Background: an optimization exercise with open tools, aiming at small area and a short achievable clock period. Do not read the settings as production practice.
Function was checked by simulation only, so behaviour that the tests miss may differ from the original.
Power and IR drop assume default switching activity.

==> flow/design.v (excerpt) <==
module sw_unit (
    input  wire          clk_i,
    input  wire          reset_i,
    input  wire  [142:0] dp_slot_1_i,
    input  wire  [142:0] dp_slot_2_i,
    input  wire          stall_dp_i,
    input  wire          kill_dp_i,
    input  wire          next_rrf_cycle_i,
    input  wire  [77:0]  exe_result_i,
    output logic         allocatable_o,
    output logic [138:0] alu_issue_o,
    output logic         alu_issue_valid_o,
    output logic [138:0] mem_issue_o,
    output logic         mem_issue_valid_o
);
Size: ~650 I/O pins, ~89000 µm² of cells after synthesis.
==> flow/config.mk <==
export PLATFORM = sky130hd
export DESIGN_NAME = sw_unit
export DESIGN_NICKNAME = sw_unit
export VERILOG_FILES = /design/flow/design.v
export SDC_FILE = /design/flow/constraint.sdc
export NUM_CORES = 8
export LEC_CHECK = 0
export ABC_CLOCK_PERIOD_IN_PS = 5000
export CAP_MARGIN = 20
export CORE_MARGIN = 2
export CORE_UTILIZATION = 35
export CTS_BUF_LIST = sky130_fd_sc_hd__clkbuf_16
export CTS_CLUSTER_DIAMETER = 100
export CTS_CLUSTER_SIZE = 20
export PLACE_DENSITY = 0.5
export SETUP_SLACK_MARGIN = 5
export SLEW_MARGIN = 20
==> flow/constraint.sdc <==
create_clock -name core_clock -period 10.0 [get_ports {clk_i}]
set_input_delay 2.0000 -clock core_clock [delete_from_list [all_inputs] [get_ports {clk_i}]]
set_output_delay 2.0000 -clock core_clock [all_outputs]
set_load 0.01 [all_outputs]
standard.sh (not shown) runs the stock make flow with config.mk's settings and CLKGATE_MAP_FILE= SYNTH_SCRIPT=/design/flow/synth_recipe.tcl, a recipe that flattens the netlist after the stock synthesis.
==> flow/flow/run.sh <==
#!/bin/bash
# The standard layout (the standard.sh, standard synthesis unchanged) with two changes:
# port buffers are the smallest buffer instead of the delay buffer buffer_ports picks by
# default, and clock tree synthesis inserts no dummy loads.
set -uo pipefail
bash standard.sh \
  "BUFFER_PORTS_ARGS=-buffer_cell sky130_fd_sc_hd__buf_1" \
  "CTS_ARGS=-sink_clustering_enable -repair_clock_nets -dont_use_dummy_load -sink_clustering_size 20 -sink_clustering_max_diameter 100 -buf_list sky130_fd_sc_hd__clkbuf_16" \
  finish > orfs_make.log 2>&1
status=$?
tail -n 40 orfs_make.log
exit $status
Rerun with:
SETUP_SLACK_MARGIN = 4.8   (was 5)
Outcome: Routed wire length barely changes. First-iteration DRC count is higher by a few percent. Setup slack is worse by 240 ps. Final area fell slightly. Utilization fell by 0.46 points. Non-clock buffer count decreases by 54. Via count climbs slightly.

Starting RTL as in the previous note.
// sw_unit
module sw_unit (
    input  wire          clk_i,
    input  wire          reset_i,
    input  wire  [142:0] dp_slot_1_i,
    input  wire  [142:0] dp_slot_2_i,
    input  wire          stall_dp_i,
    input  wire          kill_dp_i,
    input  wire          next_rrf_cycle_i,
    input  wire  [77:0]  exe_result_i,
    output logic         allocatable_o,
    output logic [138:0] alu_issue_o,
    output logic         alu_issue_valid_o,
    output logic [138:0] mem_issue_o,
    output logic         mem_issue_valid_o
);
    localparam int ALU_ENT_NUM = 8;
    localparam int LDST_ENT_NUM = 4;
    localparam int LDST_ENT_SEL = 2;
    logic                   slot_1_alu;
    logic                   slot_2_alu;
    logic                   slot_1_mem;
    logic                   slot_2_mem;
    logic [ALU_ENT_NUM-1:0] alu_busy;
    logic [ALU_ENT_NUM-1:0] alu_free_1;
    logic [ALU_ENT_NUM-1:0] alu_free_2;
    logic [ALU_ENT_NUM-1:0] alu_busy_nxt;
    logic [LDST_ENT_NUM-1:0] mem_busy_nxt;
    logic                   full_alu;
    logic                   full_mem;
  ...
Settings: LEC_CHECK=0, ABC_CLOCK_PERIOD_IN_PS=5000, CAP_MARGIN=20, CORE_MARGIN=2, CORE_UTILIZATION=35, CTS_BUF_LIST=sky130_fd_sc_hd__clkbuf_16, CTS_CLUSTER_DIAMETER=100, CTS_CLUSTER_SIZE=20, PLACE_DENSITY=0.5, SETUP_SLACK_MARGIN=5, SLEW_MARGIN=20; clock period 10.0 ns.
==> flow/flow/run.sh <==
#!/bin/bash
set -uo pipefail
bash standard.sh \
  "BUFFER_PORTS_ARGS=-buffer_cell sky130_fd_sc_hd__buf_1" \
  "CTS_ARGS=-sink_clustering_enable -repair_clock_nets -dont_use_dummy_load -sink_clustering_size 20 -sink_clustering_max_diameter 100 -buf_list sky130_fd_sc_hd__clkbuf_16" \
  SETUP_SLACK_MARGIN=5.25 \
  finish > orfs_make.log 2>&1
status=$?
tail -n 40 orfs_make.log
exit $status
The first run ran to the end with no violations.
Rerun with:
==> flow/flow/run.sh (replaced) <==
#!/bin/bash
# The standard layout (the standard.sh, standard synthesis unchanged) with two changes:
# port buffers are the smallest buffer instead of the delay buffer buffer_ports picks by
# default, and clock tree synthesis inserts no dummy loads.
set -uo pipefail
bash standard.sh \
  "BUFFER_PORTS_ARGS=-buffer_cell sky130_fd_sc_hd__buf_1" \
  "CTS_ARGS=-sink_clustering_enable -repair_clock_nets -dont_use_dummy_load -sink_clustering_size 20 -sink_clustering_max_diameter 100 -buf_list sky130_fd_sc_hd__clkbuf_16" \
  finish > orfs_make.log 2>&1
status=$?
tail -n 40 orfs_make.log
exit $status
- PLACE_DENSITY: 0.5 -> 0.65
Result:
- die area is unchanged
- global-route usage came out lower by 2.4 points
- fmax came out lower by 4.2%
- combinational power came out lower by about 0.7%
- setup slack loses 220 ps
- routed wire length came out lower by 6.9%
- synthesized area does not change
- via count hardly moves

[separate check: timing with driven ports]
The results above use ideal ports. As a check the final layouts listed here were re-extracted and re-timed, cells and wires unchanged.
Step 1 sets driving cells, clkbuf_16 on the clock port and buf_2 on the other inputs (assumed; they add their load-dependent delay and slew).
Step 2 times the ports against the registers' clock, not the clock port: input delays grow and output delays shrink by t, the midpoint of the rising clock arrivals with the driver on.
Three values: ideal ports, drivers, drivers and shift; two values: the first two.
| run | t (ns) | slack for setup (ns) | slew at the worst register clock pin (ns) | pins driven straight from the clock port |
|---|---|---|---|---|
| the first run of note 1 | 0.888 | 4.908 / 4.819 / 4.016 | 0.10 / 0.10 | 1 |
| the second run of note 1 | 0.895 | 4.671 / 4.566 / 3.844 | 0.11 / 0.11 | 1 |
| the first run of note 2 | 0.884 | 4.972 / 4.885 / 4.071 | 0.11 / 0.11 | 1 |
| the second run of note 2 | 0.897 | 4.752 / 4.698 / 3.900 | 0.10 / 0.10 | 1 |
After both steps setup and hold are still met in every run listed. For the first run of note 2, which loses most, drivers alone change the setup slack by -0.087 ns; drivers and shift together by -0.901 ns.
